From an optimization exercise on the open Yosys and OpenROAD flow, aimed at small area and a short achievable clock period; shortcuts taken in it are not production practice. RTL that was checked went through simulation tests only; none was proved equivalent to the original. The RTL of runs 6 and 7 was laid out without a check of its function.

==> flow/design.v <==
package mdu_pkg;
    typedef enum logic [2:0] {
        OP_MULT  = 3'd0,
        OP_MULTU = 3'd1,
        OP_DIV   = 3'd2,
        OP_DIVU  = 3'd3,
        OP_MTHI  = 3'd4,
        OP_MTLO  = 3'd5,
        OP_NONE  = 3'd7
    } mdu_op_e;
    localparam int DEF_MULT_CYCLES = 5;
    localparam int DEF_DIV_CYCLES  = 10;
endpackage
module mdu_arith
#(
    parameter int LO   = 0,
    parameter int HI   = 35,
    parameter int MOFF = 0,
    parameter int DOFF = 3,
    parameter int TOP  = 35,    
    parameter int F    = 6,     
    parameter int BLK  = 7      
) (
    input  logic [HI:LO] x,
    input  logic [32:0]  m,
    input  logic         one,
    input  logic         two,
    input  logic         dv,
    input  logic         neg,
    output logic [HI:LO] s
);
    localparam int W  = HI - LO + 1;
    localparam int T  = HI - LO;                   
    localparam int NB = (T - F + BLK) / BLK;       
    logic [W-1:0] xv, yv, sv, gv, tv;
    logic [W:0]   c;
    logic [NB:0]  cb;                              
    function automatic logic mbit(input logic [32:0] v, input int i);
        if (i < 0)       mbit = 1'b0;
        else if (i > 32) mbit = v[32];
        else             mbit = v[i];
    endfunction
    assign xv = x;
    assign s  = sv;
    for (genvar f = LO; f <= HI; f++) begin : g_op
        assign yv[f-LO] = neg ^ ((one & mbit(m, f - MOFF)) | (two & mbit(m, f - MOFF - 1)) |
                                 (dv & mbit(m, f - DOFF)));
    end
    assign gv = xv & yv;
    assign tv = xv | yv;
    for (genvar b = 0; b < NB - 1; b++) begin : g_blk
        localparam int B0 = F + b * BLK;
        localparam int B1 = B0 + BLK - 1;
        logic gb, pb;
        always_comb begin
            gb = 1'b0;
            pb = 1'b1;
            for (int i = B0; i <= B1; i++) begin
                gb = gv[i] | (tv[i] & gb);
                pb = pb & tv[i];
            end
        end
        assign cb[b+1] = gb | (pb & cb[b]);
    end
    assign c[0] = neg;
    for (genvar i = 0; i < W; i++) begin : g_fa
        assign sv[i] = xv[i] ^ (yv[i] ^ c[i]);
        if (i + 1 >= F && i + 1 < F + NB * BLK && i + 1 <= T && ((i + 1 - F) % BLK) == 0) begin : g_cb
            if (i + 1 == F) begin : g_first
                assign cb[0] = (xv[i] & yv[i]) | (xv[i] & c[i]) | (yv[i] & c[i]);
            end
            assign c[i+1] = cb[(i + 1 - F) / BLK];
        end else begin : g_c
            assign c[i+1] = (xv[i] & yv[i]) | (xv[i] & c[i]) | (yv[i] & c[i]);
        end
    end
endmodule
module mdu_ctrl
(
    input  logic        clk,
    input  logic        reset,
    input  logic        start,
    input  logic [2:0]  op,
    input  logic        we,
    input  logic [31:0] in1,
    input  logic [31:0] in2,
    output logic        busy,
    output logic [31:0] hi,
    output logic [31:0] lo
);
    logic        busy_q;      
    logic        idle_q;      
    logic [3:0]  cnt_q;
    logic [31:0] hi_q, lo_q;
    logic        mul_q;       
    logic        sgn_q;       
    logic        sa_q;        
    logic        bp_q;        
    logic [31:0] a_q;         
    logic [36:0] x_q;         
    logic [31:0] d_q;         
    logic [32:0] m;
    logic        sb;
    logic        first, last;
    logic [35:0] x1, s1;      
    logic [36:2] x2, s2;      
    logic [38:1] x3, s3;      
    logic [40:0] x4, s4;      
    logic        one1, one2, one3, one4;
    logic        two1, two2, two3, two4;
    logic        dv1, dv2, dv3, dv4;
    logic        neg1, neg2, neg3, neg4;
    logic        g1, g2, g3, g4;    
    logic        accept;
    logic        commit;
    logic        div0;
    logic        nq, nr;
    logic [31:0] a_neg;
    logic [31:0] r_fix;
    logic [31:0] r_res;
    assign m     = {sgn_q & d_q[31], d_q};
    assign sb    = sgn_q & d_q[31];
    assign first = (cnt_q == 4'd0);
    assign last  = mul_q ? (cnt_q == 4'd4) : (cnt_q == 4'd9);
    function automatic logic [2:0] booth(input logic b2, input logic b1, input logic b0);
        booth = {b1 ^ b0, (b2 & ~b1 & ~b0) | (~b2 & b1 & b0), b2 & ~(b1 & b0)};
    endfunction
    assign x1 = {x_q[35:4], mul_q ? x_q[3:0] : a_q[31:28]};
    assign x2 = {s1[35], s1[35:2]};
    assign x3 = {{2{s2[36]}}, s2[36:2], s1[1]};
    assign x4 = {{2{s3[38]}}, s3[38:1], s1[0]};
    assign g1 = ~s1[35];
    assign g2 = ~s2[34];
    assign g3 = ~s3[33];
    assign g4 = ~s4[32];
    always_comb begin
        {one1, two1, dv1, neg1} = 4'b0000;
        {one2, two2, dv2, neg2} = 4'b0000;
        {one3, two3, dv3, neg3} = 4'b0000;
        {one4, two4, dv4, neg4} = 4'b0000;
        if (mul_q) begin
            if (last) begin
                one1 = ~sgn_q & bp_q;
            end else begin
                {one1, two1, neg1} = booth(a_q[1], a_q[0], bp_q);
                {one2, two2, neg2} = booth(a_q[3], a_q[2], a_q[1]);
                {one3, two3, neg3} = booth(a_q[5], a_q[4], a_q[3]);
                {one4, two4, neg4} = booth(a_q[7], a_q[6], a_q[5]);
            end
        end else begin
            if (last) begin
                one3 = x_q[36];
                neg3 = sb;
            end else begin
                dv1 = 1'b1; neg1 = ~x_q[36] ^ sb;
                dv2 = 1'b1; neg2 = g1 ^ sb;
                dv3 = 1'b1; neg3 = g2 ^ sb;
                dv4 = 1'b1; neg4 = g3 ^ sb;
            end
        end
    end
    mdu_arith #(.LO(0), .HI(35), .MOFF(0), .DOFF(3), .TOP(35)) u_s1 (.x(x1), .m(m), .one(one1), .two(two1), .dv(dv1), .neg(neg1), .s(s1));
    mdu_arith #(.LO(2), .HI(36), .MOFF(2), .DOFF(2), .TOP(34)) u_s2 (.x(x2), .m(m), .one(one2), .two(two2), .dv(dv2), .neg(neg2), .s(s2));
    mdu_arith #(.LO(1), .HI(38), .MOFF(4), .DOFF(1), .TOP(33)) u_s3 (.x(x3), .m(m), .one(one3), .two(two3), .dv(dv3), .neg(neg3), .s(s3));
    mdu_arith #(.LO(0), .HI(40), .MOFF(6), .DOFF(0), .TOP(32)) u_s4 (.x(x4), .m(m), .one(one4), .two(two4), .dv(dv4), .neg(neg4), .s(s4));
    function automatic logic [31:0] cneg(input logic [31:0] v, input logic n);
        logic t;
        t = 1'b0;
        for (int i = 0; i < 32; i++) begin
            cneg[i] = v[i] ^ t;
            t = t | (n & v[i]);
        end
    endfunction
    assign nq    = first ? (sgn_q & a_q[31]) : (!mul_q && (sa_q ^ sb));
    assign a_neg = cneg(a_q, nq);
    assign nr    = !mul_q && sa_q;
    assign r_fix = cneg(s3[35:4], nr);
    assign r_res = mul_q ? {s3[31:1], s1[0]} : r_fix;
    assign accept = idle_q && start && (op[2] == 1'b0);
    assign div0   = !mul_q && (d_q == 32'd0);
    assign commit = !idle_q && last && !div0;
    always_ff @(posedge clk or posedge reset) begin
        if (reset) begin
            busy_q <= 1'b0;
            idle_q <= 1'b1;
            cnt_q  <= 4'd0;
            hi_q   <= 32'd0;
            lo_q   <= 32'd0;
        end else begin
            if (!idle_q) begin
                busy_q <= !last;
                idle_q <= last;
                cnt_q  <= cnt_q + 4'd1;
            end else begin
                busy_q <= accept;
                idle_q <= !accept;
                cnt_q  <= 4'd0;
            end
            if (commit) begin
                hi_q <= r_res;
                lo_q <= a_neg;
            end else if (idle_q && !start && we) begin
                if (op == mdu_pkg::OP_MTHI) hi_q <= in1;
                if (op == mdu_pkg::OP_MTLO) lo_q <= in1;
            end
        end
    end
    always_ff @(posedge clk) begin
        if (idle_q) begin
            mul_q <= !op[1];
            sgn_q <= !op[0];
            bp_q  <= 1'b0;
            a_q   <= in1;
            x_q   <= 37'd0;
            d_q   <= in2;
        end else if (mul_q) begin
            bp_q <= a_q[7];
            a_q  <= {s4[7:0], a_q[31:8]};
            x_q  <= {{4{s4[40]}}, s4[40:8]};
        end else if (first) begin
            sa_q <= sgn_q & a_q[31];
            a_q  <= a_neg;
        end else begin
            a_q  <= {a_q[27:0], g1, g2, g3, g4};
            x_q  <= {s4[32:0], 4'd0};
        end
    end
    assign busy = busy_q;
    assign hi   = hi_q;
    assign lo   = lo_q;
endmodule
==> flow/flow/run.sh <==
#!/bin/bash
# Standard layout with two changes: the port buffers use the smallest plain
# buffer, and ABC's area script maps with &nf and leaves buffering to the
# placer. The ORFS scripts folder is mirrored with links, and only
# abc_area.script is replaced.
set -e
mkdir -p scripts
for f in "$FLOW_HOME"/scripts/*; do ln -sf "$f" scripts/; done
rm -f scripts/abc_area.script
cp flow/abc_area.script scripts/abc_area.script
export BUFFER_PORTS_ARGS="-buffer_cell sky130_fd_sc_hd__buf_1"
bash standard.sh SCRIPTS_DIR="$PWD/scripts" finish > standard.log 2>&1
==> flow/flow/abc_area.script <==
strash
&get -n
&dch
&nf -R 20
&put
topo
stime -c
upsize -c
dnsize -c
==> flow/standard.sh <==
#!/bin/bash
# synth_recipe.tcl (not shown) runs the flow's synth.tcl, then flattens the netlist and writes it again
# the make line also repeats each setting of config.mk as NAME=value (left out here)
make -C /OpenROAD-flow-scripts/flow DESIGN_CONFIG=/design/flow/config.mk WORK_HOME=/design/flow/orfs CLKGATE_MAP_FILE= SYNTH_SCRIPT=/design/flow/synth_recipe.tcl "${@:-finish}"
==> flow/config.mk <==
export PLATFORM = sky130hd
export DESIGN_NAME = mdu_ctrl
export DESIGN_NICKNAME = mdu_ctrl
export VERILOG_FILES = /design/flow/design.v
export SDC_FILE = /design/flow/constraint.sdc
export NUM_CORES = 4
export LEC_CHECK = 0
export ABC_AREA = 1
export CAP_MARGIN = 20
export CORE_MARGIN = 2
export CORE_UTILIZATION = 40
export CTS_CLUSTER_DIAMETER = 150
export CTS_CLUSTER_SIZE = 40
export SLEW_MARGIN = 70
==> flow/constraint.sdc <==
create_clock -name core_clock -period 150.0 [get_ports {clk}]
set_input_delay 30.0000 -clock core_clock [delete_from_list [all_inputs] [get_ports {clk}]]
set_output_delay 30.0000 -clock core_clock [all_outputs]
set_load 0.01 [all_outputs]
==> results.cfg, run 1 <==
[yosys]
synthesis.area_sq_um = 15900
syn_inst = 1741
synth_seq_area_share_pct = 26.5
async_flop_share_pct = 40.0
synth_area_leaders = fa_1 16%, dfrtp_1 11%, dfxtp_1 8.7%, edfxtp_1 6.8%, xnor2_1 6.7%
syn-mean-instance-area_sq_um = 9.13
synth_commonest_cells = 236 x nand2_1, 132 x clkinv_1, 127 x a21oi_1
ys_seq_elements = 175
syn_nets = 1944
synth_ff_type = dfxtp_1
ys_types = 73
synth_top_area_share_pct = 15.9
yosysTopAreaCell = fa_1
yosysWarnings = 5
yosysMostFrequentCell = nand2_1
synth_edf_count = 36

[place]
place.port_buffers = 135
gp_congestion = 0.921
pre_cts_ws_ns = 118.50
place_area_sq_um = 17900
hpwlAfterDp_um = 43200

[drt]
ant_nets = 0
first_pass_iters = 8
wl_per_cell_um = 22.6
vias_per_cell = 6.22
drcViolationCount = 0
vias = 15586
drtIter0Drc = 1665
drt_wl_total_um = 56800

[setup_path]
crit_type = flop to output port
startpoint = busy_q$_DFF_PP0_
reg2reg_to = x_q[32]$_SDFFE_PP0P_
worst-r2r-setup-slack_ns = 119.18
crit_family = flip-flops
critical_path.max_fanout = 1
crit_required_ns = 120.00
max_stage_delay_ns = 0.38
cp.arrival_ns = 1.04
start_kind = flop
crit_path_end_kind = output port
r2r_cells = 118
critPathBufInv = 1
cpMaxStageDelayCell = dfrtp_1
crit_chain = buf_1
crit_path_end = busy
rr_startpoint = mul_q$_DFFE_PP_
worst-path-stages = 1

[clock_network]
cts_tree = built
postCtsHoldBufs = 0
clockBufferDepth = 2
clock-root-buffer = clkbuf_16
insertion_delay_ns = 0.48
cts_setup_buffers = 0
clk_pin_slew_ns = 0.08
numCtsBuffers = 17
clkSinkCount = 175
post_cts_resized = 0
h-tree-depth = 4

[final_layout]
diodes = 0
final_core_util_pct = 47.2
syn2layout_area_growth_pct = 17.3
layout.nets = 2172
drive_gt1_share_pct = 8.32
final_area_sq_um = 18600

[floorplan]
die_w_um = 203
pin_count = 136
core_area_sq_um = 39500
die_h_um = 203
initial_core_util_pct = 40.3
rows = 73
fp.dieArea_sq_um = 41300

[timing]
fin_crit_sh_pct = 20.7
setup_slack_ns = 118.96
tns_ns = 0
drv_slew = 0
worst_pin_slew_ns = 0.472
fmax_mhz = 32.2
maxSlewHeadroom_pct = 68.4
finalHoldViolCount = 0
setup_viol = 0
finalClockSkew_ns = 0.0185
layout_min_cycle_time_ns = 31.04
rsz0062_at_grt = no

[grt]
antenna_found_initial = 0
grtUsageTotal_pct = 27.8
grt-ovfl-total = 0
grt_max_degree = 81
first_global_vias = 15046
grt_pass1_wl_um = 88800

[min_path]
hold_class = flop to flop
hp-start = x_q[2]$_SDFFE_PP0P_

[status]
outcome = timing/DRC/antenna clean

[job]
max-cap-violations = 0
==> registers in the layout (all words and copies together), names as in the netlist <==
| register | count |
|---|---|
| lo_q | 32 |
| d_q | 32 |
| sa_q | 1 |
| idle_q | 1 |
| a_q | 32 |
| mul_q | 1 |
| sgn_q | 1 |
| x_q | 37 |
| bp_q | 1 |
| hi_q | 32 |
| cnt_q | 4 |
| busy_q | 1 |
==> cell families (layout without fill, tap and decap cells) <==
logic type / Yosys count / after routing / synth area share, %
xor gates and xnor gates: 233 / 233 / 13.0
adders and majority gates: 140 / 140 / 16.9
muxes: 11 / 11 / 0.740
and+or+nand+nor: 411 / 411 / 11.0
DFF: 175 / 175 / 26.5
buffers and inverters: 133 / 374 / 3.31
AOI/OAI and AO/OA: 638 / 638 / 28.5
==> layout make-up <==
cell class | instances | area, sq um
Tap cell | 525 | 657
Clock buffer | 18 | 429
Timing Repair Buffer | 209 | 1220
Inverter | 133 | 527
Fill cell | 3824 | 20800
Clock inverter | 14 | 149
Sequential cell | 175 | 4220
Multi-Input combinational cell | 1433 | 11400
==> per-layer routing <==
metal  GRT usage (%)  vias up  wire length (um)
met3            4.04      100              4480
met1            39.1     7781             24700
met2            42.9      733             25800
li1                -     6972                 -
met5               0        -                 0
met4            11.4        0              1830
==> stage by stage <==
step,hold WS (ns),cells
floorplan,0.425,1741
global route,0.490,2507
detailed placement,0.444,2463
global placement,0.436,2429
finish,0.459,2507
CTS,0.461,2495
==> cell usage in the layout, fill, tap and decap left out, drive strengths merged, types with 15 or more instances in the layout <==
cell type  Yosys  layout
nand2        236     236
buf            0     202
clkinv       132     135
a21oi        127     127
fa           126     126
xnor2        123     123
a22oi        120     120
o21ai        115     115
xor2         109     109
nor2         101     101
dfrtp         69      69
dfxtp         69      69
o221ai        42      42
a222oi        41      41
edfxtp        36      36
a221oi        35      35
o22ai         28      28
clkbuf         0      24
a22o          22      22
a221o         20      20
a21o          18      18
a211oi        15      15
==> how the worst min path moves through the flow <==
| stage | end | slack, ns | cells after the start |
|---|---|---|---|
| 6_report | x_q[2]$_SDFFE_PP0P_ | 0.46 | 2 |
| 4_1_cts | x_q[2]$_SDFFE_PP0P_ | 0.46 | 2 |
| 5_1_grt | x_q[2]$_SDFFE_PP0P_ | 0.49 | 2 |
| 2_1_floorplan | x_q[0]$_SDFFE_PP0P_ | 0.42 | 2 |
| 3_3_place_gp | x_q[1]$_SDFFE_PP0P_ | 0.44 | 2 |
| 3_5_place_dp | x_q[2]$_SDFFE_PP0P_ | 0.44 | 2 |
==> run 2, diff against run 1 <==
--- a/flow/config.mk
+++ b/flow/config.mk
@@ -9,6 +9,4 @@
 export CAP_MARGIN = 20
 export CORE_MARGIN = 2
 export CORE_UTILIZATION = 40
-export CTS_CLUSTER_DIAMETER = 150
-export CTS_CLUSTER_SIZE = 40
-export SLEW_MARGIN = 70
+export SLEW_MARGIN = 78
==> results.cfg, run 2 <==
[yosys]
async_flop_share_pct = 40.0
synth_area_leaders = fa_1 16%, dfrtp_1 11%, dfxtp_1 8.7%, edfxtp_1 6.8%, xnor2_1 6.7%
synth_commonest_cells = 236 x nand2_1, 132 x clkinv_1, 127 x a21oi_1
syn-mean-instance-area_sq_um = 9.13
synth_top_family_by_area = compound AO/OA/AOI/OAI gates
syn_inst = 1741
syn_nets = 1944
synth_top_area_share_pct = 15.9
yosysTopAreaCell = fa_1
synth-simple-area-share_pct = 11.0
yosysMostFrequentCell = nand2_1
synth_xor_area_share_pct = 13.0
yosys.area_share.adder_pct = 16.9
yosysWarnings = 5
synth_mux_area_share_pct = 0.740
ys_types = 73
synthesis.area_sq_um = 15900
ys_seq_elements = 175
synth_ff_type = dfxtp_1
synth_edf_count = 36
synth_compound_area_share_pct = 28.5
synth_seq_area_share_pct = 26.5

[final_layout]
layout_common_cells = 232 x nand2_1, 145 x buf_1, 129 x clkinv_1, 123 x a21oi_1, 120 x a22oi_1
mostFrequentLayoutCell = nand2_1
layout.nets = 2253
largest_reg_flops = 37
syn2layout_area_growth_pct = 27.6
drive_gt1_share_pct = 16.3
final_core_util_pct = 51.4
top_register = x_q
final_area_sq_um = 20300

[clock_network]
cts_setup_buffers = 0
numCtsBuffers = 17
clock-root-buffer = clkbuf_16
post_cts_resized = 0
clockBufferDepth = 2
clkSinkCount = 175
h-tree-depth = 4
insertion_delay_ns = 0.48
postCtsHoldBufs = 0
clk_pin_slew_ns = 0.08
cts_tree = built

[drt]
vias = 15956
drt_wl_total_um = 58700
drtIter0Drc = 1718
vias_per_cell = 6.16
ant_nets = 0
drcViolationCount = 0
wl_per_cell_um = 22.7
first_pass_iters = 7

[grt]
met3_usage_pct = 5.34
grt_util_met2_pct = 43.9
grt_pass1_wl_um = 90600
grt_max_degree = 50
grt_busiest_layer = met2
grt-ovfl-total = 0
grtUsageTotal_pct = 28.4
first_global_vias = 15611
gr-usage-met1_pct = 38.6
antenna_found_initial = 1

[floorplan]
rows = 73
die_w_um = 203
die_h_um = 203
fp.dieArea_sq_um = 41300
pin_count = 136
initial_core_util_pct = 40.3
core_area_sq_um = 39500

[setup_path]
r2r_cells = 119
cpMostUsedCell = buf_1
worst-path-stages = 8
crit_required_ns = 150.36
crit_path_end_kind = flop
max_stage_delay_ns = 0.31
cp.arrival_ns = 31.40
crit_family = buffers and inverters
crit_type = input pin to flop
critical_path.max_fanout = 32
start_kind = input pin
critPathBufInv = 4
cpMaxStageDelayCell = mux2_1
crit_chain = buf_1, nand3b_1, nor3_2, buf_1, a21oi_4, buf_8, buf_16, mux2_1

[timing]
worst_pin_slew_ns = 0.491
fin_crit_sh_pct = 20.7
finalHoldViolCount = 0
drv_slew = 0
finalClockSkew_ns = 0.0183
finalHoldWorstSlack_ns = 0.480
setup_slack_ns = 118.96
fmax_mhz = 32.2
setup_viol = 0
layout_min_cycle_time_ns = 31.04
tns_ns = 0
rsz0062_at_grt = no
maxSlewHeadroom_pct = 67.3

[min_path]
hold_class = flop to flop
worstHoldPathCells = 1

[place]
gp_congestion = 0.921
place.port_buffers = 135
pre_cts_ws_ns = 118.48
hpwlAfterDp_um = 45300
place_area_sq_um = 19000

[status]
outcome = timing/DRC/antenna clean

[job]
max-cap-violations = 0
==> run 2: cell counts after synthesis <==
Identical to the previous run, type by type.
==> run 2: layer usage <==
| metal | vias up | wire [um] | part of all wire [%] |
|---|---|---|---|
| met3 | 120 | 4980 | 8.5 |
| li1 | 7085 | - | - |
| met5 | - | 0 | 0 |
| met4 | 0 | 2320 | 3.9 |
| met1 | 7925 | 24700 | 42 |
| met2 | 826 | 26700 | 46 |
==> run 2: path summary, 6_finish.rpt <==
path	startpoint	endpoint	slack, ns
max in group asynchronous	reset	cnt_q[3]$_DFF_PP0_	119.90
hold / removal	hi_q[13]$_DFFE_PP0P_	hi_q[13]$_DFFE_PP0P_	0.48
setup / recovery	start	hi_q[2]$_DFFE_PP0P_	118.96
min in group asynchronous	reset	lo_q[31]$_DFFE_PP0P_	29.49
setup reg to reg	mul_q$_DFFE_PP_	x_q[34]$_SDFFE_PP0P_	119.76
hold reg to reg	hi_q[13]$_DFFE_PP0P_	hi_q[13]$_DFFE_PP0P_	0.48
==> run 2: kinds of logic after synthesis <==
group	after synthesis
flops	175
buf+inv	133
simple gates	411
compound gates	638
fa+ha+maj	140
mux	11
xor+xnor	233
==> run 2: area by class of cell <==
cell class	count	area, sq um
Multi-Input combinational cell	1433	12200
Clock buffer	18	439
Timing Repair Buffer	290	2050
Inverter	133	532
Sequential cell	175	4230
Antenna cell	1	2.50
Tap cell	525	657
Fill cell	3628	19200
Clock inverter	14	143
==> run 2: per-stage QoR <==
stage,std cells
after global routing,2588
after CTS,2570
after global placement,2429
after floorplan,1741
after detailed placement,2538
final,2589
==> run 3, diff against run 2 <==
--- a/flow/config.mk
+++ b/flow/config.mk
@@ -9,4 +9,4 @@
 export CAP_MARGIN = 20
 export CORE_MARGIN = 2
 export CORE_UTILIZATION = 40
-export SLEW_MARGIN = 78
+export SLEW_MARGIN = 42
==> results.cfg, run 3 <==
[clock_network]
cts_setup_buffers = 0
post_cts_resized = 0
h-tree-depth = 4
clock-root-buffer = clkbuf_16
clk_pin_slew_ns = 0.08
insertion_delay_ns = 0.48
clkSinkCount = 175
cts_tree = built
postCtsHoldBufs = 0
clockBufferDepth = 2
numCtsBuffers = 17

[yosys]
syn_nets = 1944
syn_inst = 1741
synth_area_leaders = fa_1 16%, dfrtp_1 11%, dfxtp_1 8.7%, edfxtp_1 6.8%, xnor2_1 6.7%
ys_types = 73
yosysTopAreaCell = fa_1
synth_ff_type = dfxtp_1
yosysMostFrequentCell = nand2_1
synth_commonest_cells = 236 x nand2_1, 132 x clkinv_1, 127 x a21oi_1
async_flop_share_pct = 40.0
synth_seq_area_share_pct = 26.5
synth_edf_count = 36
ys_seq_elements = 175
syn-mean-instance-area_sq_um = 9.13
synthesis.area_sq_um = 15900
synth_top_area_share_pct = 15.9
yosysWarnings = 5

[drt]
vias = 15414
drcViolationCount = 0
drt_wl_total_um = 56600
drtIter0Drc = 1692
wl_per_cell_um = 23.0
first_pass_iters = 7
ant_nets = 0
vias_per_cell = 6.26

[place]
place.port_buffers = 135
hpwlAfterDp_um = 41700
gp_congestion = 0.921

[setup_path]
cpMaxStageDelayCell = buf_4
r2r_cells = 116
crit_path_end_kind = flop
cp.arrival_ns = 32.35
rr_startpoint = mul_q$_DFFE_PP_
reg2reg_to = x_q[32]$_SDFFE_PP0P_
critical_path.max_fanout = 72
max_stage_delay_ns = 0.75
crit_required_ns = 150.36
start_kind = flop
cpMostUsedCell = fa_1
crit_type = flop to flop
worst-r2r-setup-slack_ns = 118.02

[timing]
fin_crit_sh_pct = 21.3
setup_viol = 0
finalHoldViolCount = 0
layout_min_cycle_time_ns = 31.98
worst_pin_slew_ns = 0.810
fmax_mhz = 31.3
tns_ns = 0
finalClockSkew_ns = 0.0133
rsz0062_at_grt = no
drv_slew = 0
maxSlewHeadroom_pct = 45.2

[grt]
grt_pass1_wl_um = 88400
grtUsageTotal_pct = 27.6
grt_max_degree = 81
first_global_vias = 15139
grt-ovfl-total = 0
antenna_found_initial = 1

[final_layout]
drive_gt1_share_pct = 4.90
mostFrequentLayoutCell = nand2_1
layout.nets = 2127
syn2layout_area_growth_pct = 12.8
top_register = x_q
final_core_util_pct = 45.4
diodes = 0
largest_reg_flops = 37
layout_common_cells = 235 x nand2_1, 135 x buf_1, 131 x clkinv_1, 126 x fa_1, 123 x a21oi_1

[job]
max-cap-violations = 0

[floorplan]
die_w_um = 203
pin_count = 136
core_area_sq_um = 39500
initial_core_util_pct = 40.3
fp.dieArea_sq_um = 41300
die_h_um = 203
rows = 73

[min_path]
worstHoldPathCells = 2
hp-start = x_q[2]$_SDFFE_PP0P_
hold_class = flop to flop
hold_end = x_q[2]$_SDFFE_PP0P_

[status]
outcome = timing/DRC/antenna clean
run 3: metal layers:
metal,vias up,routed length [um],global-route usage (%)
met3,100,4710,4.33
met1,7666,24300,38.2
met5,-,0,0
met2,770,25600,43.1
li1,6878,-,-
met4,0,1960,11.3
run 3: area by class of cell:
type	count	area, sq um
clock buffers	17	425
well taps	525	657
multi-input cells	1433	11200
inverters	133	526
repair buffers	164	741
fillers	3911	21500
flip-flops and latches	175	4220
clock inverters	15	130
run 3: worst max-delay path by stage:
stage | start | to | slack [ns] | cells past startpoint
4_1_cts | mul_q$_DFFE_PP_ | x_q[32]$_SDFFE_PP0P_ | 118.09 | 116
3_5_place_dp | mul_q$_DFFE_PP_ | x_q[32]$_SDFFE_PP0P_ | 118.16 | 116
3_3_place_gp | start | lo_q[31]$_DFFE_PP0P_ | 118.01 | 5
5_1_grt | mul_q$_DFFE_PP_ | x_q[32]$_SDFFE_PP0P_ | 116.37 | 116
6_report | mul_q$_DFFE_PP_ | x_q[32]$_SDFFE_PP0P_ | 118.02 | 116
2_1_floorplan | start | hi_q[0]$_DFFE_PP0P_ | 117.21 | 6
run 3: stage by stage:
step | instance area, sq um | cells | hold WS, ns | worst slack [ns]
2_1_floorplan | 15900 | 1741 | 0.425 | 117.21
3_3_place_gp | 17300 | 2429 | 0.436 | 118.01
3_5_place_dp | 17400 | 2430 | 0.444 | 118.16
4_1_cts | 17900 | 2462 | 0.461 | 118.09
5_1_grt | 17900 | 2462 | 0.491 | 116.37
6_report | 17900 | 2462 | 0.462 | 118.02
run 3: worst max-delay path: cells and delay by family (launching register included):
| family | cells | cell delay [ns] |
|---|---|---|
| AO/OA/AOI/OAI | 48 | 7.95 |
| buffers and inverters | 10 | 3.47 |
| multiplexers | 2 | 0.61 |
| XOR/XNOR | 6 | 1.45 |
| AND/OR/NAND/NOR | 5 | 0.72 |
| flip-flops | 1 | 0.32 |
| adder cells (fa/ha/maj) | 45 | 17.20 |
run 3: cells by family (layout without fill, tap and decap cells):
kind of cell / Yosys count / after routing / synth area share, %
muxes: 11 / 11 / 0.740
xor gates and xnor gates: 233 / 233 / 13.0
buffers and inverters: 133 / 329 / 3.31
adders and majority gates: 140 / 140 / 16.9
DFF: 175 / 175 / 26.5
and+or+nand+nor: 411 / 411 / 11.0
AOI/OAI and AO/OA: 638 / 638 / 28.5
==> run 4, diff against run 3 <==
--- a/flow/config.mk
+++ b/flow/config.mk
@@ -9,4 +9,4 @@
 export CAP_MARGIN = 20
 export CORE_MARGIN = 2
 export CORE_UTILIZATION = 40
-export SLEW_MARGIN = 42
+export SLEW_MARGIN = 70
==> results.cfg, run 4 <==
[floorplan]
die_h_um = 203
die_w_um = 203
fp.dieArea_sq_um = 41300
rows = 73
core_area_sq_um = 39500
initial_core_util_pct = 40.3
pin_count = 136

[drt]
drcViolationCount = 0
drt_wl_total_um = 56800
first_pass_iters = 8
drtIter0Drc = 1665
wl_per_cell_um = 22.6
vias_per_cell = 6.22
ant_nets = 0
vias = 15586

[final_layout]
stdcell_count = 2507
diodes = 0
top_register = x_q
drive_gt1_share_pct = 8.32
syn2layout_area_growth_pct = 17.3
fill_cells = 3824
layout_common_cells = 234 x nand2_1, 135 x buf_1, 130 x clkinv_1, 123 x a21oi_1, 123 x fa_1
mostFrequentLayoutCell = nand2_1
layout.nets = 2172
largest_reg_flops = 37
final_area_sq_um = 18600

[yosys]
synth_seq_area_share_pct = 26.5
synthesis.area_sq_um = 15900
synth_ff_type = dfxtp_1
syn_nets = 1944
yosysMostFrequentCell = nand2_1
yosysWarnings = 5
synth_top_area_share_pct = 15.9
ys_seq_elements = 175
synth_commonest_cells = 236 x nand2_1, 132 x clkinv_1, 127 x a21oi_1
yosysTopAreaCell = fa_1
syn_inst = 1741
synth_area_leaders = fa_1 16%, dfrtp_1 11%, dfxtp_1 8.7%, edfxtp_1 6.8%, xnor2_1 6.7%
async_flop_share_pct = 40.0
ys_types = 73
syn-mean-instance-area_sq_um = 9.13
synth_edf_count = 36

[setup_path]
crit_type = flop to output port
start_kind = flop
crit_chain = buf_1
crit_path_end_kind = output port
crit_family = flip-flops
cp.arrival_ns = 1.04
critPathBufInv = 1
worst-path-stages = 1
cpMaxStageDelayCell = dfrtp_1
r2r_cells = 118
max_stage_delay_ns = 0.38
crit_required_ns = 120.00
critical_path.max_fanout = 1

[place]
pre_cts_ws_ns = 118.50
gp_congestion = 0.921
hpwlAfterDp_um = 43200
place_inst = 2463
place_area_sq_um = 17900
place.port_buffers = 135

[clock_network]
h-tree-depth = 4
numCtsBuffers = 17
clockBufferDepth = 2
post_cts_resized = 0
postCtsHoldBufs = 0
insertion_delay_ns = 0.48
cts_tree = built
cts_setup_buffers = 0
clkSinkCount = 175
clock-root-buffer = clkbuf_16
clk_pin_slew_ns = 0.08

[grt]
first_global_vias = 15046
grtUsageTotal_pct = 27.8
grt-ovfl-total = 0
grt_pass1_wl_um = 88800
antenna_found_initial = 0
grt_max_degree = 81

[timing]
fin_crit_sh_pct = 20.7
rsz0062_at_grt = no
layout_min_cycle_time_ns = 31.04
setup_slack_ns = 118.96
maxSlewHeadroom_pct = 68.4
fmax_mhz = 32.2
tns_ns = 0
finalHoldViolCount = 0
setup_viol = 0
worst_pin_slew_ns = 0.472
finalClockSkew_ns = 0.0185
drv_slew = 0

[min_path]
hold_class = flop to flop
worstHoldPathCells = 2

[job]
max-cap-violations = 0

[status]
outcome = timing/DRC/antenna clean
[run 4: cell counts after synthesis]
No cell type changed its count.
[run 4: path summary, 6_finish.rpt]
kind,start,endpoint,slack [ns]
max reg2reg,mul_q$_DFFE_PP_,x_q[32]$_SDFFE_PP0P_,119.18
min in group asynchronous,reset,lo_q[28]$_DFFE_PP0P_,29.54
max in group asynchronous,reset,cnt_q[3]$_DFF_PP0_,119.97
min reg2reg,x_q[2]$_SDFFE_PP0P_,x_q[2]$_SDFFE_PP0P_,0.46
max,busy_q$_DFF_PP0_,busy,118.96
min,x_q[2]$_SDFFE_PP0P_,x_q[2]$_SDFFE_PP0P_,0.46
[run 4: layout make-up]
cell class / count / area, sq um / share of cell area (%)
Tap cell: 525 / 657 / 3.52
Multi-Input combinational cell: 1433 / 11400 / 61.4
Sequential cell: 175 / 4220 / 22.6
Inverter: 133 / 527 / 2.83
Clock inverter: 14 / 149 / 0.799
Timing Repair Buffer: 209 / 1220 / 6.53
Clock buffer: 18 / 429 / 2.30
[run 4: cell families after synthesis]
group,share of synthesized area [%]
simple gates,11.0
xor+xnor,13.0
fa+ha+maj,16.9
mux,0.740
buf+inv,3.31
compound gates,28.5
flops,26.5
[run 4: metrics by stage]
step / hold slack [ns] / utilization [%]
2_1_floorplan: 0.425 / -
3_3_place_gp: 0.436 / 43.9
3_5_place_dp: 0.444 / 45.2
4_1_cts: 0.461 / 46.7
5_1_grt: 0.490 / 47.2
6_report: 0.459 / 47.2
[run 4: layer usage]
metal  share of wire, %  vias to the layer above  global-route usage, %
met5                  0                        -                      0
li1                   -                     6972                      -
met4                3.2                        0                   11.4
met3                7.9                      100                   4.04
met2                 45                      733                   42.9
met1                 44                     7781                   39.1
==> run 5, diff against run 4 <==
--- a/flow/config.mk
+++ b/flow/config.mk
@@ -9,4 +9,4 @@
 export CAP_MARGIN = 20
 export CORE_MARGIN = 2
 export CORE_UTILIZATION = 40
-export SLEW_MARGIN = 70
+export SLEW_MARGIN = 55
==> results.cfg, run 5 <==
[setup_path]
cp.arrival_ns = 31.50
crit_path_end_kind = flop
start_kind = flop
cpMaxStageDelayCell = fa_1
cpMostUsedCell = fa_1
max_stage_delay_ns = 0.59
critical_path.max_fanout = 70
crit_required_ns = 150.39
crit_type = flop to flop

[timing]
finalHoldViolCount = 0
fin_crit_sh_pct = 20.7
tns_ns = 0
setup_slack_ns = 118.89
rsz0062_at_grt = no
fmax_mhz = 32.1
maxSlewHeadroom_pct = 57.6
finalClockSkew_ns = 0.0152
finalHoldWorstSlack_ns = 0.467
worst_pin_slew_ns = 0.635
drv_slew = 0
setup_viol = 0
layout_min_cycle_time_ns = 31.11

[clock_network]
numCtsBuffers = 17
cts_setup_buffers = 0
insertion_delay_ns = 0.48
cts_tree = built
clock-root-buffer = clkbuf_16
postCtsHoldBufs = 0
post_cts_resized = 0
clkSinkCount = 175
h-tree-depth = 4
clockBufferDepth = 2
clk_pin_slew_ns = 0.08

[yosys]
synth_area_leaders = fa_1 16%, dfrtp_1 11%, dfxtp_1 8.7%, edfxtp_1 6.8%, xnor2_1 6.7%
syn_nets = 1944
synth_edf_count = 36
synthesis.area_sq_um = 15900
yosysMostFrequentCell = nand2_1
async_flop_share_pct = 40.0
yosysTopAreaCell = fa_1
ys_types = 73
yosysWarnings = 5
synth_ff_type = dfxtp_1
syn-mean-instance-area_sq_um = 9.13
synth_top_area_share_pct = 15.9
syn_inst = 1741
synth_seq_area_share_pct = 26.5
ys_seq_elements = 175
synth_commonest_cells = 236 x nand2_1, 132 x clkinv_1, 127 x a21oi_1

[drt]
vias_per_cell = 6.28
ant_nets = 0
drtIter0Drc = 1584
wl_per_cell_um = 23.1
vias = 15481
drcViolationCount = 0
drt_wl_total_um = 56900
first_pass_iters = 13

[floorplan]
initial_core_util_pct = 40.3
die_h_um = 203
rows = 73
die_w_um = 203
pin_count = 136
core_area_sq_um = 39500
fp.dieArea_sq_um = 41300

[min_path]
hold_class = flop to flop

[grt]
met3_usage_pct = 4.12
antenna_found_initial = 0
grt_pass1_wl_um = 88700
first_global_vias = 14856
gr-usage-met1_pct = 39.0
grt_max_degree = 81
grt-ovfl-total = 0
grt_util_met2_pct = 43.3
grtUsageTotal_pct = 27.7
grt_busiest_layer = met2

[final_layout]
final_area_sq_um = 18100
drive_gt1_share_pct = 5.36
diodes = 0
layout_common_cells = 234 x nand2_1, 135 x buf_1, 130 x clkinv_1, 126 x fa_1, 123 x a21oi_1
mostFrequentLayoutCell = nand2_1
layout.nets = 2129
stdcell_count = 2464
multiInputGateArea_sq_um = 11300
top_register = x_q
fill_cells = 3896
syn2layout_area_growth_pct = 14.1
final-seq-area_sq_um = 4220
largest_reg_flops = 37

[place]
gp_congestion = 0.921
place_inst = 2429
place.port_buffers = 135
hpwlAfterDp_um = 41600
pre_cts_ws_ns = 118.26
place_area_sq_um = 17400

[job]
max-cap-violations = 0

[status]
outcome = timing/DRC/antenna clean
==> run 5: cell count changes in the layout (fill, tap and decap cells not counted), moves of 5 or more <==
cell	before	now
xor2_2	7	2
o21ai_0	104	110
xor2_1	101	107
buf_8	8	1
o21ai_1	8	2
buf_2	25	0
==> run 5: worst paths after layout <==
path	from	end	slack, ns	cells after the start
worst max-delay path	mul_q$_DFFE_PP_	x_q[32]$_SDFFE_PP0P_	118.89	116
min in group asynchronous	reset	lo_q[22]$_DFFE_PP0P_	29.63	3
worst max register to register	mul_q$_DFFE_PP_	x_q[32]$_SDFFE_PP0P_	118.89	116
worst min-delay path	x_q[0]$_SDFFE_PP0P_	x_q[0]$_SDFFE_PP0P_	0.47	2
max in group asynchronous	reset	cnt_q[1]$_DFF_PP0_	119.97	3
worst min register to register	x_q[0]$_SDFFE_PP0P_	x_q[0]$_SDFFE_PP0P_	0.47	2
==> run 5: through the flow <==
step / utilization (%)
global placement: 43.9
CTS: 45.7
finish: 46.0
detailed placement: 44.1
floorplan: -
global route: 46.0
==> run 5: logic make-up (layout without fill, tap and decap cells) <==
kind of cell / Yosys count / after routing / synth area share, %
xor gates and xnor gates: 233 / 233 / 13.0
muxes: 11 / 11 / 0.740
buffers and inverters: 133 / 331 / 3.31
AOI/OAI and AO/OA: 638 / 638 / 28.5
adders and majority gates: 140 / 140 / 16.9
DFF: 175 / 175 / 26.5
and+or+nand+nor: 411 / 411 / 11.0
==> run 5: per-layer routing <==
layer	vias up	wire length [um]
met5	-	0
met4	0	1780
met3	101	4920
met2	797	26000
met1	7696	24200
li1	6887	-
==> run 5: area by class of cell <==
cell class                      count  share of cell area [%]
Tap cell                          525                    3.62
Timing Repair Buffer              166                    4.49
Inverter                          133                    2.91
Sequential cell                   175                    23.3
Clock inverter                     15                    1.21
Clock buffer                       17                    2.35
Multi-Input combinational cell   1433                    62.2
==> run 5: critical path, delay by kind of cell, from the launching register on <==
kind                       cells  cell delay (ns)
muxes                          2             0.52
xor gates and xnor gates       6             1.44
adders and majority gates     45            17.20
AOI/OAI and AO/OA             49             8.41
buffers and inverters         10             2.47
and+or+nand+nor                4             0.51
DFF                            1             0.35
==> run 6, diff against run 5 <==
--- a/flow/design.v
+++ b/flow/design.v
@@ -63,6 +63,9 @@
         assign cb[b+1] = gb | (pb & cb[b]);
     end
     assign c[0] = neg;
+    if (F == 0) begin : g_f0
+        assign cb[0] = neg;
+    end
     for (genvar i = 0; i < W; i++) begin : g_fa
         assign sv[i] = xv[i] ^ (yv[i] ^ c[i]);
         if (i + 1 >= F && i + 1 < F + NB * BLK && i + 1 <= T && ((i + 1 - F) % BLK) == 0) begin : g_cb
@@ -99,6 +102,11 @@
     logic [31:0] a_q;         
     logic [36:0] x_q;         
     logic [31:0] d_q;         
+    localparam int BLK = 7;
+    localparam int F1  = 7;
+    localparam int F2  = 4;
+    localparam int F3  = 4;
+    localparam int F4  = 4;
     logic [32:0] m;
     logic        sb;
     logic        first, last;
@@ -159,10 +167,10 @@
             end
         end
     end
-    mdu_arith #(.LO(0), .HI(35), .MOFF(0), .DOFF(3), .TOP(35)) u_s1 (.x(x1), .m(m), .one(one1), .two(two1), .dv(dv1), .neg(neg1), .s(s1));
-    mdu_arith #(.LO(2), .HI(36), .MOFF(2), .DOFF(2), .TOP(34)) u_s2 (.x(x2), .m(m), .one(one2), .two(two2), .dv(dv2), .neg(neg2), .s(s2));
-    mdu_arith #(.LO(1), .HI(38), .MOFF(4), .DOFF(1), .TOP(33)) u_s3 (.x(x3), .m(m), .one(one3), .two(two3), .dv(dv3), .neg(neg3), .s(s3));
-    mdu_arith #(.LO(0), .HI(40), .MOFF(6), .DOFF(0), .TOP(32)) u_s4 (.x(x4), .m(m), .one(one4), .two(two4), .dv(dv4), .neg(neg4), .s(s4));
+    mdu_arith #(.LO(0), .HI(35), .MOFF(0), .DOFF(3), .TOP(35), .F(F1), .BLK(BLK)) u_s1 (.x(x1), .m(m), .one(one1), .two(two1), .dv(dv1), .neg(neg1), .s(s1));
+    mdu_arith #(.LO(2), .HI(36), .MOFF(2), .DOFF(2), .TOP(34), .F(F2), .BLK(BLK)) u_s2 (.x(x2), .m(m), .one(one2), .two(two2), .dv(dv2), .neg(neg2), .s(s2));
+    mdu_arith #(.LO(1), .HI(38), .MOFF(4), .DOFF(1), .TOP(33), .F(F3), .BLK(BLK)) u_s3 (.x(x3), .m(m), .one(one3), .two(two3), .dv(dv3), .neg(neg3), .s(s3));
+    mdu_arith #(.LO(0), .HI(40), .MOFF(6), .DOFF(0), .TOP(32), .F(F4), .BLK(BLK)) u_s4 (.x(x4), .m(m), .one(one4), .two(two4), .dv(dv4), .neg(neg4), .s(s4));
     function automatic logic [31:0] cneg(input logic [31:0] v, input logic n);
         logic t;
         t = 1'b0;
--- a/flow/config.mk
+++ b/flow/config.mk
@@ -9,4 +9,4 @@
 export CAP_MARGIN = 20
 export CORE_MARGIN = 2
 export CORE_UTILIZATION = 40
-export SLEW_MARGIN = 55
+export SLEW_MARGIN = 70
==> results.cfg, run 6 <==
[floorplan]
rows = 73
core_area_sq_um = 39500
die_w_um = 203
fp.dieArea_sq_um = 41300
pin_count = 136
die_h_um = 203
initial_core_util_pct = 40.3

[timing]
fmax_mhz = 31.6
drv_slew = 0
worst_pin_slew_ns = 0.452
finalClockSkew_ns = 0.0156
layout_min_cycle_time_ns = 31.63
rsz0062_at_grt = no
maxSlewHeadroom_pct = 69.6
fin_crit_sh_pct = 21.1
tns_ns = 0
finalHoldViolCount = 0
setup_viol = 0

[clock_network]
cts_tree = built
clockBufferDepth = 2
h-tree-depth = 4
postCtsHoldBufs = 0
clk_pin_slew_ns = 0.08
cts_setup_buffers = 0
insertion_delay_ns = 0.47
clock-root-buffer = clkbuf_16
post_cts_resized = 0
numCtsBuffers = 17
clkSinkCount = 175

[setup_path]
max_stage_delay_ns = 0.56
cpMaxStageDelayCell = or4b_1
start_kind = input pin
crit_family = simple AND/OR/NAND/NOR gates
cpMostUsedCell = buf_4
crit_path_end_kind = flop
critPathBufInv = 3
crit_required_ns = 150.32
cp.arrival_ns = 31.95
crit_type = input pin to flop
crit_chain = buf_1, nand3b_1, or4b_1, buf_4, and2_2, buf_4, nand2_1, o221ai_1
critical_path.max_fanout = 32

[drt]
wl_per_cell_um = 22.3
first_pass_iters = 9
drt_wl_total_um = 55800
drtIter0Drc = 1565
vias_per_cell = 6.11
vias = 15324
drcViolationCount = 0
ant_nets = 0

[yosys]
syn-mean-instance-area_sq_um = 9.10
ys_types = 77
yosysWarnings = 5
synthesis.area_sq_um = 15900
synth_ff_type = dfxtp_1
synth_commonest_cells = 196 x nand2_1, 161 x xnor2_1, 135 x clkinv_1
synth_edf_count = 36
async_flop_share_pct = 40.0
synth_area_leaders = fa_1 16%, dfrtp_1 11%, xnor2_1 8.9%, dfxtp_1 8.7%, edfxtp_1 6.8%
yosysMostFrequentCell = nand2_1
synth_seq_area_share_pct = 26.5
yosysTopAreaCell = fa_1
syn_nets = 1948
ys_seq_elements = 175
syn_inst = 1746
synth_top_area_share_pct = 15.8

[final_layout]
fill_cells = 3892
largest_reg_flops = 37
mostFrequentLayoutCell = nand2_1
final_core_util_pct = 47.2
multiInputGateArea_sq_um = 11400
diodes = 0
syn2layout_area_growth_pct = 17.2
layout.nets = 2170
layout_common_cells = 194 x nand2_1, 151 x xnor2_1, 135 x buf_1, 133 x clkinv_1, 123 x nor2_1
final_area_sq_um = 18600
final-seq-area_sq_um = 4220
top_register = x_q
drive_gt1_share_pct = 8.18

[grt]
grt_busiest_layer = met2
antenna_found_initial = 1
grt-ovfl-total = 0
gr-usage-met1_pct = 37.3
met3_usage_pct = 4.41
grt_max_degree = 71
first_global_vias = 14953
grtUsageTotal_pct = 27.3
grt_pass1_wl_um = 87600
grt_util_met2_pct = 42.6

[place]
place_area_sq_um = 17800
gp_congestion = 0.948
place.port_buffers = 135
hpwlAfterDp_um = 42100

[status]
outcome = timing/DRC/antenna clean

[job]
max-cap-violations = 0

[min_path]
hold_class = flop to flop
-- run 6: worst paths after layout --
path                       cells after the start                   end  slack, ns           startpoint
min                                            2   x_q[3]$_SDFFE_PP0P_       0.47  x_q[3]$_SDFFE_PP0P_
min in group asynchronous                      3  lo_q[29]$_DFFE_PP0P_      29.50                reset
min reg2reg                                    2   x_q[3]$_SDFFE_PP0P_       0.47  x_q[3]$_SDFFE_PP0P_
max reg2reg                                  100  x_q[29]$_SDFFE_PP0P_     125.59      mul_q$_DFFE_PP_
max                                            8  lo_q[29]$_DFFE_PP0P_     118.37                start
max in group asynchronous                      4      idle_q$_DFF_PP1_     120.07                reset
-- run 6: logic make-up (layout without fill, tap and decap cells) --
kind of cell / Yosys count / count (layout) / synth area share [%]
multiplexers: 9 / 9 / 0.606
adder cells (fa/ha/maj): 137 / 137 / 16.6
buffers and inverters: 136 / 371 / 3.25
AO/OA/AOI/OAI: 625 / 625 / 28.0
AND/OR/NAND/NOR: 427 / 427 / 11.9
XOR/XNOR: 237 / 237 / 13.1
flip-flops: 175 / 175 / 26.5
-- run 6: worst min-delay path: cells and delay by family, from the launching register on --
kind            cells  cell delay (ns)
flops               1             0.33
compound gates      1             0.06
simple gates        1             0.05
-- run 6: metal layers --
metal	share of wire [%]	wire, um
met4	3.6	1990
met3	8.2	4570
met5	0	0
met2	46	25600
met1	42	23700
-- run 6: metrics by stage --
stage,setup WS [ns],cells,hold slack [ns]
after floorplan,116.00,1746,0.421
after global placement,117.84,2434,0.434
after detailed placement,117.83,2467,0.448
after CTS,118.33,2499,0.464
after global routing,118.24,2506,0.499
final,118.37,2506,0.468
-- run 6: area by class of cell --
class / instances / area share, %
inverter: 136 / 2.77
clock buffer: 18 / 2.30
sequential: 175 / 22.7
clock inverter: 14 / 0.692
tap: 525 / 3.53
timing repair buffer: 203 / 6.78
multi-input combinational: 1435 / 61.3
==> run 7, diff against run 6 <==
--- a/flow/design.v
+++ b/flow/design.v
@@ -102,11 +102,11 @@
     logic [31:0] a_q;         
     logic [36:0] x_q;         
     logic [31:0] d_q;         
-    localparam int BLK = 7;
-    localparam int F1  = 7;
-    localparam int F2  = 4;
-    localparam int F3  = 4;
-    localparam int F4  = 4;
+    localparam int BLK = 11;
+    localparam int F1  = 2;
+    localparam int F2  = 10;
+    localparam int F3  = 10;
+    localparam int F4  = 10;
     logic [32:0] m;
     logic        sb;
     logic        first, last;
==> results.cfg, run 7 <==
[yosys]
synth_seq_area_share_pct = 26.7
synth_ff_type = dfxtp_1
syn_inst = 1700
yosysWarnings = 5
syn_nets = 1910
syn-mean-instance-area_sq_um = 9.28
async_flop_share_pct = 40.0
synth_area_leaders = fa_1 17%, dfrtp_1 11%, dfxtp_1 8.8%, xnor2_1 7.7%, edfxtp_1 6.8%
ys_types = 73
yosysMostFrequentCell = nand2_1
synth_edf_count = 36
ys_seq_elements = 175
synthesis.area_sq_um = 15800
yosysTopAreaCell = fa_1
synth_commonest_cells = 206 x nand2_1, 141 x a22oi_1, 138 x xnor2_1
synth_top_area_share_pct = 16.9

[final_layout]
syn2layout_area_growth_pct = 17.2
fill_cells = 3805
diodes = 0
top_register = x_q
mostFrequentLayoutCell = nand2_1
drive_gt1_share_pct = 8.20
stdcell_count = 2469
largest_reg_flops = 37
final_area_sq_um = 18500
layout.nets = 2148
layout_common_cells = 205 x nand2_1, 141 x a22oi_1, 137 x buf_1, 131 x xnor2_1

[floorplan]
die_w_um = 203
fp.dieArea_sq_um = 41100
initial_core_util_pct = 40.6
rows = 72
die_h_um = 203
core_area_sq_um = 38800
pin_count = 136

[timing]
drv_slew = 0
finalClockSkew_ns = 0.0172
finalHoldViolCount = 0
worst_pin_slew_ns = 0.461
rsz0062_at_grt = no
setup_viol = 0
tns_ns = 0
layout_min_cycle_time_ns = 31.67
maxSlewHeadroom_pct = 69.2
fmax_mhz = 31.6
fin_crit_sh_pct = 21.1

[clock_network]
clk_pin_slew_ns = 0.07
clockBufferDepth = 2
clock-root-buffer = clkbuf_16
cts_setup_buffers = 0
clkSinkCount = 175
h-tree-depth = 4
postCtsHoldBufs = 0
cts_tree = built
numCtsBuffers = 17
post_cts_resized = 0
insertion_delay_ns = 0.47

[drt]
ant_nets = 0
first_pass_iters = 6
vias_per_cell = 6.20
wl_per_cell_um = 22.9
drcViolationCount = 0
drtIter0Drc = 1576
drt_wl_total_um = 56500
vias = 15301

[grt]
antenna_found_initial = 0
first_global_vias = 15064
grtUsageTotal_pct = 27.8
grt_max_degree = 70
grt_pass1_wl_um = 88800
grt-ovfl-total = 0

[place]
place.port_buffers = 135
place_area_sq_um = 17800
place_inst = 2428
gp_congestion = 0.898
hpwlAfterDp_um = 43000

[setup_path]
cp.arrival_ns = 32.01
crit_required_ns = 150.34
critical_path.max_fanout = 32
crit_path_end_kind = flop
crit_type = input pin to flop
start_kind = input pin

[min_path]
hold_class = flop to flop

[job]
max-cap-violations = 0

[status]
outcome = timing/DRC/antenna clean
## run 7: changes by cell type in the layout (fill, tap and decap cells not counted), sizes merged, moves of 15 or more
cell / previous run / this run
xnor2: 161 / 139
a21o: 5 / 20
a31oi: 42 / 4
nor2: 130 / 101
a22oi: 110 / 141
buf: 198 / 213
## run 7: logic make-up after synthesis
family,synth area share (%)
flip-flops,26.7
multiplexers,0.674
AO/OA/AOI/OAI,28.2
adder cells (fa/ha/maj),17.3
XOR/XNOR,12.6
buffers and inverters,3.07
AND/OR/NAND/NOR,11.4
## run 7: layout make-up
class	count	area, sq um	area share [%]
Clock buffer	21	460	2.49
Sequential cell	175	4220	22.8
Tap cell	518	648	3.50
Timing Repair Buffer	219	1300	7.03
Clock inverter	11	108	0.582
Inverter	129	488	2.64
Multi-Input combinational cell	1396	11300	60.9
## run 7: path summary, 6_finish.rpt
check	startpoint	endpoint	slack, ns	cells after the start
worst max register to register	mul_q$_DFFE_PP_	x_q[33]$_SDFFE_PP0P_	122.61	94
min in group asynchronous	reset	lo_q[4]$_DFFE_PP0P_	29.55	3
worst min-delay path	x_q[0]$_SDFFE_PP0P_	x_q[0]$_SDFFE_PP0P_	0.46	2
worst max-delay path	start	lo_q[12]$_DFFE_PP0P_	118.33	7
max in group asynchronous	reset	hi_q[24]$_DFFE_PP0P_	119.95	4
worst min register to register	x_q[0]$_SDFFE_PP0P_	x_q[0]$_SDFFE_PP0P_	0.46	2
## run 7: layer usage
metal,global-route usage [%],part of all wire (%),vias up
li1,-,-,6879
met5,0,0,-
met4,11.1,3.5,0
met2,43.7,46,747
met3,4.67,8.2,97
met1,38.3,43,7578
## run 7: through the flow
| stage | worst slack (ns) | utilization, % | hold slack, ns |
|---|---|---|---|
| after floorplan | 117.42 | - | 0.421 |
| after global placement | 117.85 | 44.3 | 0.432 |
| after detailed placement | 117.86 | 45.8 | 0.447 |
| after CTS | 118.35 | 47.3 | 0.461 |
| after global routing | 118.24 | 47.6 | 0.494 |
| final | 118.33 | 47.6 | 0.458 |
## run 7: critical path, stage by stage
cell	delay [ns]
buf_1	0.08
nand3b_1	0.17
or4b_1	0.52
buf_4	0.26
and2_0	0.31
buf_4	0.28
a221o_1	0.38
==> run 8, diff against run 7 <==
--- a/flow/design.v
+++ b/flow/design.v
@@ -121,6 +121,7 @@
     logic        g1, g2, g3, g4;    
     logic        accept;
     logic        commit;
+    logic        wr_hi, wr_lo;
     logic        div0;
     logic        nq, nr;
     logic [31:0] a_neg;
@@ -184,6 +185,14 @@
     assign nr    = !mul_q && sa_q;
     assign r_fix = cneg(s3[35:4], nr);
     assign r_res = mul_q ? {s3[31:1], s1[0]} : r_fix;
+    mdu_wdec u_wdec (
+        .idle  (idle_q),
+        .start (start),
+        .op    (op),
+        .we    (we),
+        .wr_hi (wr_hi),
+        .wr_lo (wr_lo)
+    );
     assign accept = idle_q && start && (op[2] == 1'b0);
     assign div0   = !mul_q && (d_q == 32'd0);
     assign commit = !idle_q && last && !div0;
@@ -207,9 +216,9 @@
             if (commit) begin
                 hi_q <= r_res;
                 lo_q <= a_neg;
-            end else if (idle_q && !start && we) begin
-                if (op == mdu_pkg::OP_MTHI) hi_q <= in1;
-                if (op == mdu_pkg::OP_MTLO) lo_q <= in1;
+            end else begin
+                if (wr_hi) hi_q <= in1;
+                if (wr_lo) lo_q <= in1;
             end
         end
     end
@@ -237,3 +246,15 @@
     assign hi   = hi_q;
     assign lo   = lo_q;
 endmodule
+module mdu_wdec
+(
+    input  logic       idle,
+    input  logic       start,
+    input  logic [2:0] op,
+    input  logic       we,
+    output logic       wr_hi,
+    output logic       wr_lo
+);
+    assign wr_hi = idle && !start && we && (op == mdu_pkg::OP_MTHI);
+    assign wr_lo = idle && !start && we && (op == mdu_pkg::OP_MTLO);
+endmodule
==> flow/flow/run.sh (replaced) <==
#!/bin/bash
# Standard layout with two changes: the port buffers use the smallest plain
# buffer, and ABC's area script maps with &nf and leaves buffering to the
# placer; the MTHI/MTLO write decode is mapped on its own. The ORFS scripts folder is mirrored with links, and only
# abc_area.script is replaced.
set -e
mkdir -p scripts
for f in "$FLOW_HOME"/scripts/*; do ln -sf "$f" scripts/; done
rm -f scripts/abc_area.script
cp flow/abc_area.script scripts/abc_area.script
export BUFFER_PORTS_ARGS="-buffer_cell sky130_fd_sc_hd__buf_1"
bash standard.sh SCRIPTS_DIR="$PWD/scripts" SYNTH_KEEP_MODULES=mdu_wdec finish > standard.log 2>&1
--- a/flow/config.mk
+++ b/flow/config.mk
@@ -9,4 +9,4 @@
 export CAP_MARGIN = 20
 export CORE_MARGIN = 2
 export CORE_UTILIZATION = 40
-export SLEW_MARGIN = 70
+export SLEW_MARGIN = 55
==> results.cfg, run 8 <==
[drt]
wl_per_cell_um = 22.9
vias_per_cell = 6.16
vias = 15021
ant_nets = 0
drcViolationCount = 0
drt_wl_total_um = 55900
first_pass_iters = 6
drtIter0Drc = 1590

[yosys]
synth_commonest_cells = 173 x a21oi_1, 161 x nand2_1, 133 x fa_1
synth_ff_type = dfxtp_1
synthesis.area_sq_um = 15800
synth_edf_count = 36
yosysTopAreaCell = fa_1
ys_seq_elements = 175
ys_types = 75
async_flop_share_pct = 40.0
syn_inst = 1726
synth_top_area_share_pct = 16.9
syn-mean-instance-area_sq_um = 9.14
synth_area_leaders = fa_1 17%, dfrtp_1 11%, dfxtp_1 8.8%, edfxtp_1 6.9%, xor2_1 5.9%
syn_nets = 1936
yosysMostFrequentCell = a21oi_1
yosysWarnings = 5
synth_seq_area_share_pct = 26.7

[floorplan]
fp.dieArea_sq_um = 41000
die_w_um = 203
die_h_um = 203
initial_core_util_pct = 40.6
core_area_sq_um = 38800
rows = 72
pin_count = 136

[grt]
grt_max_degree = 92
antenna_found_initial = 0
grt_pass1_wl_um = 87800
grt-ovfl-total = 0
grtUsageTotal_pct = 27.4
first_global_vias = 14649

[timing]
drv_slew = 0
maxSlewHeadroom_pct = 59.0
fin_crit_sh_pct = 20.7
layout_min_cycle_time_ns = 31.05
finalClockSkew_ns = 0.0162
finalHoldWorstSlack_ns = 0.459
finalHoldViolCount = 0
setup_viol = 0
fmax_mhz = 32.2
worst_pin_slew_ns = 0.614
rsz0062_at_grt = no
tns_ns = 0

[clock_network]
h-tree-depth = 4
clkSinkCount = 175
post_cts_resized = 0
clock-root-buffer = clkbuf_16
cts_setup_buffers = 0
clk_pin_slew_ns = 0.08
numCtsBuffers = 17
postCtsHoldBufs = 0
clockBufferDepth = 2
insertion_delay_ns = 0.46
cts_tree = built

[final_layout]
top_register = x_q
diodes = 0
fill_cells = 3868
syn2layout_area_growth_pct = 13.5
mostFrequentLayoutCell = a21oi_1
final-seq-area_sq_um = 4220
layout.nets = 2117
layout_common_cells = 171 x a21oi_1, 160 x nand2_1, 135 x buf_1, 133 x fa_1, 124 x clkinv_1
final_area_sq_um = 17900
largest_reg_flops = 37
multiInputGateArea_sq_um = 11100
drive_gt1_share_pct = 4.95

[setup_path]
crit_required_ns = 150.31
crit_type = input pin to flop
cp.arrival_ns = 31.37
critical_path.max_fanout = 34
crit_path_end_kind = flop
start_kind = input pin

[job]
max-cap-violations = 0

[place]
place.port_buffers = 135
gp_congestion = 0.893
place_area_sq_um = 17300
hpwlAfterDp_um = 40800

[status]
outcome = timing/DRC/antenna clean

[min_path]
hold_class = flop to flop
run 8: final cells by class:
type,instances,share of cell area (%)
flip-flops and latches,175,23.6
clock inverters,14,0.825
multi-input cells,1423,62.2
well taps,518,3.62
inverters,128,2.77
clock buffers,18,2.45
repair buffers,162,4.53
run 8: critical path, stage by stage:
cell      delay (ns)
buf_1           0.11
nand3b_1        0.16
nor2_1          0.13
buf_4           0.32
nor2b_2         0.07
buf_4           0.25
a21oi_1         0.18
o21ai_0         0.10
run 8: metrics by stage:
stage	util [%]	instances	worst slack, ns
floorplan	-	1726	117.54
global placement	44.2	2400	118.42
detailed placement	44.5	2405	118.51
CTS	46.0	2437	118.95
global route	46.1	2438	118.78
finish	46.1	2438	118.95
run 8: final timing paths:
kind | from | slack, ns | cells past startpoint | endpoint
min reg2reg | x_q[2]$_SDFFE_PP0P_ | 0.46 | 2 | x_q[2]$_SDFFE_PP0P_
max in group asynchronous | reset | 119.98 | 3 | hi_q[2]$_DFFE_PP0P_
max reg2reg | mul_q$_DFFE_PP_ | 120.79 | 99 | x_q[33]$_SDFFE_PP0P_
min | x_q[2]$_SDFFE_PP0P_ | 0.46 | 2 | x_q[2]$_SDFFE_PP0P_
max | op[1] | 118.95 | 8 | lo_q[31]$_DFFE_PP0P_
min in group asynchronous | reset | 29.64 | 3 | hi_q[31]$_DFFE_PP0P_
run 8: per-module statistics from Yosys, one instance, submodules excluded:
module / cells inside / cell area, sq um / times used / flip-flops and latches
mdu_ctrl: 1722 / 15700 / 1 / 175
mdu_wdec: 4 / 46.3 / 1 / 0
run 8: routing by layer:
metal / up-vias / GRT usage, % / part of all wire [%]
li1: 6839 / - / -
met1: 7468 / 39.3 / 45
met2: 633 / 42.6 / 45
met3: 81 / 3.35 / 7.0
met4: 0 / 9.52 / 3.1
met5: - / 0 / 0
run 8: kinds of logic (layout without fill, tap and decap cells):
logic type | after synthesis | after routing | synth area share (%)
AOI/OAI and AO/OA | 663 | 663 | 28.4
xor gates and xnor gates | 205 | 205 | 11.5
adders and majority gates | 140 | 140 | 17.4
buffers and inverters | 128 | 322 | 3.13
DFF | 175 | 175 | 26.7
muxes | 8 | 8 | 0.531
and+or+nand+nor | 407 | 407 | 12.3

[separate check: timing with driven ports]
In the flow no input, the clock included, has a driving cell. The finished layouts below were timed again as built, in two steps. Step 1: set_driving_cell puts a clkbuf_16 on clk and a buf_2 on each other input, an assumption about the parent block. Step 2 times the ports against the registers' clock, not the clock port: input delays grow and output delays shrink by t, the midpoint of the rising clock arrivals with the driver on. Three values: ideal, step 1, step 2; two values: the first two.
| run | t (ns) | slack for setup (ns) | worst hold slack (ns) |
|---|---|---|---|
| run 1 | 0.528 | 118.957 / 118.900 / 118.543 | 0.459 / 0.459 / 0.459 |
| run 2 | 0.528 | 118.963 / 118.918 / 118.472 | 0.480 / 0.480 / 0.480 |
| run 3 | 0.527 | 118.019 / 118.019 / 118.019 | 0.462 / 0.462 / 0.462 |
| run 4 | 0.528 | 118.957 / 118.900 / 118.543 | 0.459 / 0.459 / 0.459 |
| run 5 | 0.526 | 118.889 / 118.889 / 118.503 | 0.467 / 0.467 / 0.467 |
| run 6 | 0.518 | 118.369 / 118.404 / 117.886 | 0.468 / 0.468 / 0.468 |
| run 7 | 0.523 | 118.329 / 118.364 / 117.841 | 0.458 / 0.458 / 0.458 |
| run 8 | 0.517 | 118.947 / 118.907 / 118.467 | 0.459 / 0.459 / 0.459 |
After both steps setup and hold are still met in every run listed. For run 2, which loses most, drivers alone change the setup slack by -0.045 ns; drivers and shift together by -0.491 ns.
